This is an optimization exercise on Yosys and OpenROAD, whose aim is small area, a short achievable clock period and few clock cycles, not a production implementation. Where RTL was checked, it was by simulation tests only, not by an equivalence proof against the original.

==> ember: inputs <==
## save_slot_pacer_top
module save_slot_pacer_top #(
	parameter int SKIP_DEPTH = 16
) (
	input  logic                         clk,
	input  logic                         arst_n,
	input  logic                         psel,
	input  logic                         penable,
	input  logic                         pwrite,
	input  logic [ssp_pkg::APB_AW-1:0]   paddr,
	input  logic [31:0]                  pwdata,
	output logic [31:0]                  prdata,
	output logic                         pready,
	input  logic                         s_tvalid,
	output logic                         s_tready,
	input  logic [ssp_pkg::IN_W-1:0]     s_tdata,
	input  logic [1:0]                   s_tuser,
	output logic                         m_tvalid,
	input  logic                         m_tready,
	output logic [ssp_pkg::OUT_W-1:0]    m_tdata
);
	localparam int CNT_W  = $clog2(SKIP_DEPTH + 1);
	localparam int SLOT_W = ssp_pkg::SLOT_W;
	localparam int ACC_W  = ssp_pkg::ACC_W;
	localparam int CW     = ssp_pkg::CNT16_W;
	localparam int X_W    = ssp_pkg::X_W;
	localparam int P_W    = ssp_pkg::P_W;
	localparam int QW     = ssp_pkg::DQ_W;
	localparam int L_W    = ssp_pkg::L_W;
	localparam int DW     = ssp_pkg::DIVI_W;
	localparam int SH_W   = ssp_pkg::SH_W;
	localparam int S_IDLE  = 0;
	localparam int S_SETUP = 1;
	localparam int S_DIV   = 2;
	localparam int S_LOOP  = 3;
	localparam int S_CHECK = 4;
	localparam int S_FIN   = 5;
	localparam int S_N     = 6;
	logic [S_N-1:0]                st_q;
	logic [ssp_pkg::STEP_W-1:0]    step_ms_q;
	logic [ssp_pkg::CAP_W-1:0]     diff_cap_q;
	logic [SLOT_W-1:0]             ctr_q;      
	logic [2:0]                    adv_q;      
	logic [SLOT_W-1:0]             ctr;        
	logic [SLOT_W-1:0]             ceil_q;
  ...
make LEC_CHECK=0 CAP_MARGIN=20 CORE_MARGIN=2 CORE_UTILIZATION=40 SETUP_SLACK_MARGIN=3.0 SLEW_MARGIN=20 TNS_END_PERCENT=5 finish   # period 8.0 ns
run.sh (not shown) runs the stock make flow with config.mk's settings and CLKGATE_MAP_FILE= SYNTH_SCRIPT=/design/flow/synth_recipe.tcl, a recipe that flattens the netlist after the stock synthesis.
==> inputs of tundra, as changes to ember <==
--- a/flow/design.v
+++ b/flow/design.v
@@ -255,30 +255,42 @@
 		.count     (q_cnt),
 		.empty     (q_empty),
 		.full      (q_full)
 	);
 	logic [1:0]        op;
 	logic [15:0]       in_el, in_cl, in_amt;
-	logic [SLOT_W:0]   diff_w;       
-	logic [SLOT_W-1:0] diff;
+	logic [SLOT_W+1:0] diff_w;       
+	logic [SLOT_W-1:0] diff;         
 	logic              gt, stop_c;
+	logic [3:0]        ctr_lo;       
+	logic              ctr_wrap;     
 	logic              fire, fin_now, ge0, is_tick, t_clear, t_long;
 	logic [ACC_W:0]    acc_sum;
 	logic [X_W-1:0]    x_in;
 	logic [X_W+1:0]    x3_in;
 	logic [X_W-1:0]    step3, step7;
 	logic [X_W+1:0]    step9, step21;
 	assign op     = s_tuser;
 	assign in_el  = s_tdata[15:0];
 	assign in_cl  = s_tdata[31:16];
 	assign in_amt = s_tdata[47:32];
-	assign ctr    = ctr_q + SLOT_W'(adv_q);
-	assign diff_w = {1'b0, ceil_q} - {1'b0, ctr};
+	assign ctr      = ctr_q + SLOT_W'(adv_q);
+	assign ctr_lo   = {1'b0, ctr_q[2:0]} + {1'b0, adv_q};
+	assign ctr_wrap = (&ctr_q[SLOT_W-1:3]) & ctr_lo[3];
+	logic [SLOT_W+1:0] cs_s, cs_c;
+	logic [SLOT_W+1:0] cs_a, cs_b, cs_d;
+	assign cs_a = {2'b00, ceil_q};
+	assign cs_b = ~{2'b00, ctr_q};
+	assign cs_d = ~{31'd0, adv_q};
+	assign cs_s = cs_a ^ cs_b ^ cs_d;
+	assign cs_c = (cs_a & cs_b) | (cs_a & cs_d) | (cs_b & cs_d);
+	assign diff_w = cs_s + {cs_c[SLOT_W:0], 1'b1} + 34'd1;
 	assign diff   = diff_w[SLOT_W-1:0];
-	assign stop_c = diff_w[SLOT_W];                   
-	assign gt     = ~diff_w[SLOT_W] & (|diff);        
+	assign stop_c = ctr_wrap ? ((ceil_q[SLOT_W-1:3] == '0) && (ceil_q[2:0] < ctr_lo[2:0]))
+	                         : diff_w[SLOT_W+1];
+	assign gt     = ~stop_c & (|diff);        
 	assign is_tick = (op == ssp_pkg::OP_TICK);
 	assign t_clear = is_tick & gt & (in_cl == '0);
 	assign t_long  = is_tick & gt & (in_cl != '0);
 	assign s_tready = (st_q[S_IDLE] & (~mv_q | m_tready)) | (fin_now & m_tready);
 	assign fire     = s_tvalid & s_tready;
 	assign m_tvalid = mv_q | fin_now;
@@ -350,13 +362,13 @@
 	logic [P_W-1:0]    prod;
 	logic [4:0]        len_x;
 	logic              skip_div;
 	logic [3:0]        steps;
 	logic [CW-1:0]     rem0;
 	logic [QW-1:0]     dv0;
-	logic [SLOT_W:0]   head_gap;     
+	logic [SLOT_W+1:0] head_gap;     
 	logic              head_le;      
 	logic [L_W-1:0]    lh_new, lc_chk, lc_setup;
 	logic [SLOT_W-1:0] lc_src;
 	assign allow = (CW + 1)'(cl_q[CW-1:0]) + (CW + 1)'(q_cnt);
 	assign clamp = diff > SLOT_W'(allow);
 	logic       big_x;
@@ -392,14 +404,22 @@
 			if (steps == 4'(s)) begin
 				rem0 = CW'(prod >> (3 * s));
 				dv0  = QW'({prod, QW'(0)} >> (3 * s));
 			end
 		end
 	end
-	assign head_gap = {1'b0, head} - {1'b0, ctr} - 33'd1;
-	assign head_le  = head_gap[SLOT_W];
+	logic [SLOT_W+1:0] hs_s, hs_c;
+	logic [SLOT_W+1:0] hs_a, hs_b, hs_d;
+	assign hs_a = {2'b00, head};
+	assign hs_b = ~{2'b00, ctr_q};
+	assign hs_d = ~{31'd0, adv_q};
+	assign hs_s = hs_a ^ hs_b ^ hs_d;
+	assign hs_c = (hs_a & hs_b) | (hs_a & hs_d) | (hs_b & hs_d);
+	assign head_gap = hs_s + {hs_c[SLOT_W:0], 1'b1};
+	assign head_le  = ctr_wrap ? ((head[SLOT_W-1:3] == '0) && (head[2:0] <= ctr_lo[2:0]))
+	                           : head_gap[SLOT_W+1];
 	assign lh_new   = q_empty ? '1 :
 	                  head_le ? '0 :
 	                  (|head_gap[SLOT_W-1:L_W]) ? '1 : head_gap[L_W-1:0];
 	assign lc_src   = clamp ? SLOT_W'(allow) : diff;
 	assign lc_setup = (|lc_src[SLOT_W-1:L_W]) ? '1 : lc_src[L_W-1:0];
 	assign lc_chk   = (|diff[SLOT_W-1:L_W]) ? '1 : diff[L_W-1:0];
@@ -493,13 +513,14 @@
 				end
 			end else begin
 				if (st_q[S_SETUP]) begin
 					if (clamp) begin
 						ceil_q <= ceil_clamp;
 					end
-					st_q <= (skip_div || steps == 4'd0) ? (S_N'(1) << S_LOOP) : (S_N'(1) << S_DIV);
+					st_q <= skip_div ? (S_N'(1) << S_FIN) :
+					        (steps == 4'd0) ? (S_N'(1) << S_LOOP) : (S_N'(1) << S_DIV);
 				end
 				if (st_q[S_DIV]) begin
 					if (k_q == 4'd1) begin
 						st_q <= S_N'(1) << S_LOOP;
 					end
 				end
@@ -536,19 +557,19 @@
 				cl3_q   <= cl3_nx;
 				cl5_q   <= cl5_nx;
 				cl7_q   <= cl7_nx;
 				if (steps == 4'd0) begin
 					cl_q <= DW'(1);
 				end
-				if (skip_div || steps == 4'd0) begin
+				if (steps == 4'd0) begin
 					sh_q <= SH_W'(acc_q);
 				end else begin
 					sh_q <= {1'b0, rem0, dv0[QW-1:QW-3]};
 				end
 				dq_q    <= {dv0[QW-4:0], 3'b000};
-				qo_q    <= skip_div ? '1 : (steps == 4'd0) ? QW'(1) : '0;
+				qo_q    <= (steps == 4'd0) ? QW'(1) : '0;
 				k_q     <= steps;
 				first_q <= 1'b1;
 				lc_q    <= lc_setup;
 				lh_q    <= lh_new;
 			end
 			if (st_q[S_DIV]) begin
Settings changed: ABC_AREA set to 1, SETUP_SLACK_MARGIN 3.0 to 2.6.
==> inputs of maple, as changes to ember <==
--- a/flow/design.v
+++ b/flow/design.v
@@ -255,30 +255,42 @@
 		.count     (q_cnt),
 		.empty     (q_empty),
 		.full      (q_full)
 	);
 	logic [1:0]        op;
 	logic [15:0]       in_el, in_cl, in_amt;
-	logic [SLOT_W:0]   diff_w;       
-	logic [SLOT_W-1:0] diff;
+	logic [SLOT_W+1:0] diff_w;       
+	logic [SLOT_W-1:0] diff;         
 	logic              gt, stop_c;
+	logic [3:0]        ctr_lo;       
+	logic              ctr_wrap;     
 	logic              fire, fin_now, ge0, is_tick, t_clear, t_long;
 	logic [ACC_W:0]    acc_sum;
 	logic [X_W-1:0]    x_in;
 	logic [X_W+1:0]    x3_in;
 	logic [X_W-1:0]    step3, step7;
 	logic [X_W+1:0]    step9, step21;
 	assign op     = s_tuser;
 	assign in_el  = s_tdata[15:0];
 	assign in_cl  = s_tdata[31:16];
 	assign in_amt = s_tdata[47:32];
-	assign ctr    = ctr_q + SLOT_W'(adv_q);
-	assign diff_w = {1'b0, ceil_q} - {1'b0, ctr};
+	assign ctr      = ctr_q + SLOT_W'(adv_q);
+	assign ctr_lo   = {1'b0, ctr_q[2:0]} + {1'b0, adv_q};
+	assign ctr_wrap = (&ctr_q[SLOT_W-1:3]) & ctr_lo[3];
+	logic [SLOT_W+1:0] cs_s, cs_c;
+	logic [SLOT_W+1:0] cs_a, cs_b, cs_d;
+	assign cs_a = {2'b00, ceil_q};
+	assign cs_b = ~{2'b00, ctr_q};
+	assign cs_d = ~{31'd0, adv_q};
+	assign cs_s = cs_a ^ cs_b ^ cs_d;
+	assign cs_c = (cs_a & cs_b) | (cs_a & cs_d) | (cs_b & cs_d);
+	assign diff_w = cs_s + {cs_c[SLOT_W:0], 1'b1} + 34'd1;
 	assign diff   = diff_w[SLOT_W-1:0];
-	assign stop_c = diff_w[SLOT_W];                   
-	assign gt     = ~diff_w[SLOT_W] & (|diff);        
+	assign stop_c = ctr_wrap ? ((ceil_q[SLOT_W-1:3] == '0) && (ceil_q[2:0] < ctr_lo[2:0]))
+	                         : diff_w[SLOT_W+1];
+	assign gt     = ~stop_c & (|diff);        
 	assign is_tick = (op == ssp_pkg::OP_TICK);
 	assign t_clear = is_tick & gt & (in_cl == '0);
 	assign t_long  = is_tick & gt & (in_cl != '0);
 	assign s_tready = (st_q[S_IDLE] & (~mv_q | m_tready)) | (fin_now & m_tready);
 	assign fire     = s_tvalid & s_tready;
 	assign m_tvalid = mv_q | fin_now;
@@ -350,13 +362,13 @@
 	logic [P_W-1:0]    prod;
 	logic [4:0]        len_x;
 	logic              skip_div;
 	logic [3:0]        steps;
 	logic [CW-1:0]     rem0;
 	logic [QW-1:0]     dv0;
-	logic [SLOT_W:0]   head_gap;     
+	logic [SLOT_W+1:0] head_gap;     
 	logic              head_le;      
 	logic [L_W-1:0]    lh_new, lc_chk, lc_setup;
 	logic [SLOT_W-1:0] lc_src;
 	assign allow = (CW + 1)'(cl_q[CW-1:0]) + (CW + 1)'(q_cnt);
 	assign clamp = diff > SLOT_W'(allow);
 	logic       big_x;
@@ -392,14 +404,22 @@
 			if (steps == 4'(s)) begin
 				rem0 = CW'(prod >> (3 * s));
 				dv0  = QW'({prod, QW'(0)} >> (3 * s));
 			end
 		end
 	end
-	assign head_gap = {1'b0, head} - {1'b0, ctr} - 33'd1;
-	assign head_le  = head_gap[SLOT_W];
+	logic [SLOT_W+1:0] hs_s, hs_c;
+	logic [SLOT_W+1:0] hs_a, hs_b, hs_d;
+	assign hs_a = {2'b00, head};
+	assign hs_b = ~{2'b00, ctr_q};
+	assign hs_d = ~{31'd0, adv_q};
+	assign hs_s = hs_a ^ hs_b ^ hs_d;
+	assign hs_c = (hs_a & hs_b) | (hs_a & hs_d) | (hs_b & hs_d);
+	assign head_gap = hs_s + {hs_c[SLOT_W:0], 1'b1};
+	assign head_le  = ctr_wrap ? ((head[SLOT_W-1:3] == '0) && (head[2:0] <= ctr_lo[2:0]))
+	                           : head_gap[SLOT_W+1];
 	assign lh_new   = q_empty ? '1 :
 	                  head_le ? '0 :
 	                  (|head_gap[SLOT_W-1:L_W]) ? '1 : head_gap[L_W-1:0];
 	assign lc_src   = clamp ? SLOT_W'(allow) : diff;
 	assign lc_setup = (|lc_src[SLOT_W-1:L_W]) ? '1 : lc_src[L_W-1:0];
 	assign lc_chk   = (|diff[SLOT_W-1:L_W]) ? '1 : diff[L_W-1:0];
@@ -493,13 +513,14 @@
 				end
 			end else begin
 				if (st_q[S_SETUP]) begin
 					if (clamp) begin
 						ceil_q <= ceil_clamp;
 					end
-					st_q <= (skip_div || steps == 4'd0) ? (S_N'(1) << S_LOOP) : (S_N'(1) << S_DIV);
+					st_q <= skip_div ? (S_N'(1) << S_FIN) :
+					        (steps == 4'd0) ? (S_N'(1) << S_LOOP) : (S_N'(1) << S_DIV);
 				end
 				if (st_q[S_DIV]) begin
 					if (k_q == 4'd1) begin
 						st_q <= S_N'(1) << S_LOOP;
 					end
 				end
@@ -536,19 +557,19 @@
 				cl3_q   <= cl3_nx;
 				cl5_q   <= cl5_nx;
 				cl7_q   <= cl7_nx;
 				if (steps == 4'd0) begin
 					cl_q <= DW'(1);
 				end
-				if (skip_div || steps == 4'd0) begin
+				if (steps == 4'd0) begin
 					sh_q <= SH_W'(acc_q);
 				end else begin
 					sh_q <= {1'b0, rem0, dv0[QW-1:QW-3]};
 				end
 				dq_q    <= {dv0[QW-4:0], 3'b000};
-				qo_q    <= skip_div ? '1 : (steps == 4'd0) ? QW'(1) : '0;
+				qo_q    <= (steps == 4'd0) ? QW'(1) : '0;
 				k_q     <= steps;
 				first_q <= 1'b1;
 				lc_q    <= lc_setup;
 				lh_q    <= lh_new;
 			end
 			if (st_q[S_DIV]) begin
Settings changed: ABC_AREA set to 1, SETUP_SLACK_MARGIN 3.0 to 3.5, TNS_END_PERCENT 5 to 10.
==> impl_metrics.tcl <==
set metrics [dict create \
    seq_share 0.332 \
    chipHeight_um 398 \
    grt_pass1_vias 53700 \
    r2r_end "ceil_q[22]" \
    status "finished clean" \
    grt_max_degree 176 \
]
Source of the figures above: maple

==> impl_metrics.tcl <==
set metrics [dict create \
    status "finished clean" \
    seq_share 0.348 \
    chipHeight_um 398 \
    grt_max_degree 167 \
    grt_pass1_vias 51200 \
    r2r_end "lc_q[6]" \
]
Source of the figures above: tundra

==> impl_metrics.tcl <==
set metrics [dict create \
    chipHeight_um 393 \
    slew-limit-headroom 0.284 \
    gr-total-overflow 0 \
    status "finished clean" \
    grt_max_degree 129 \
    grt_pass1_vias 48100 \
    r2r_end "acc_q[16]" \
    use_met3 0.0371 \
    seq_share 0.343 \
]
Source of the figures above: ember

Testbench counts of tundra, summed over its fixed seeds: cycles 19,164.
Testbench counts of maple, summed over its fixed seeds: cycles 19,164.
The RTL of ember was laid out without a check of its function.

[afterwards: timing with drivers on the ports]
How much do the figures lean on ideal ports? The routed layouts below were timed once more, with nothing changed but the port constraints.
Step 1: set_driving_cell puts a clkbuf_16 on clk and a buf_2 on each other input, an assumption about the parent block.
Step 2 adds t to the input delays and takes it off the output delays; t is the mean of the earliest and latest rising clock arrival at the registers after step 1. Input paths then give back, and output paths get back, about the clock's delay inside the block.
Slacks: ideal / step 1 / step 2; pairs: ideal / step 1.
run | t, ns | slack for setup (ns) | hold slack, ns | clock arrival spread, ns | pins driven straight from the clock port
ember | 0.809 | 2.473 / 2.473 / 1.781 | 0.463 / 0.463 / 0.463 | 0.074 / 0.074 | 1
tundra | 0.789 | 2.477 / 2.398 / 1.850 | 0.449 / 0.449 / 0.449 | 0.081 / 0.081 | 1
maple | 0.805 | 3.001 / 2.920 / 2.429 | 0.449 / 0.449 / 0.449 | 0.076 / 0.076 | 1
After both steps every run listed still meets setup and hold. The setup slack of ember, which loses most, moves by 0.000 ns with the drivers and by -0.692 ns with both steps.
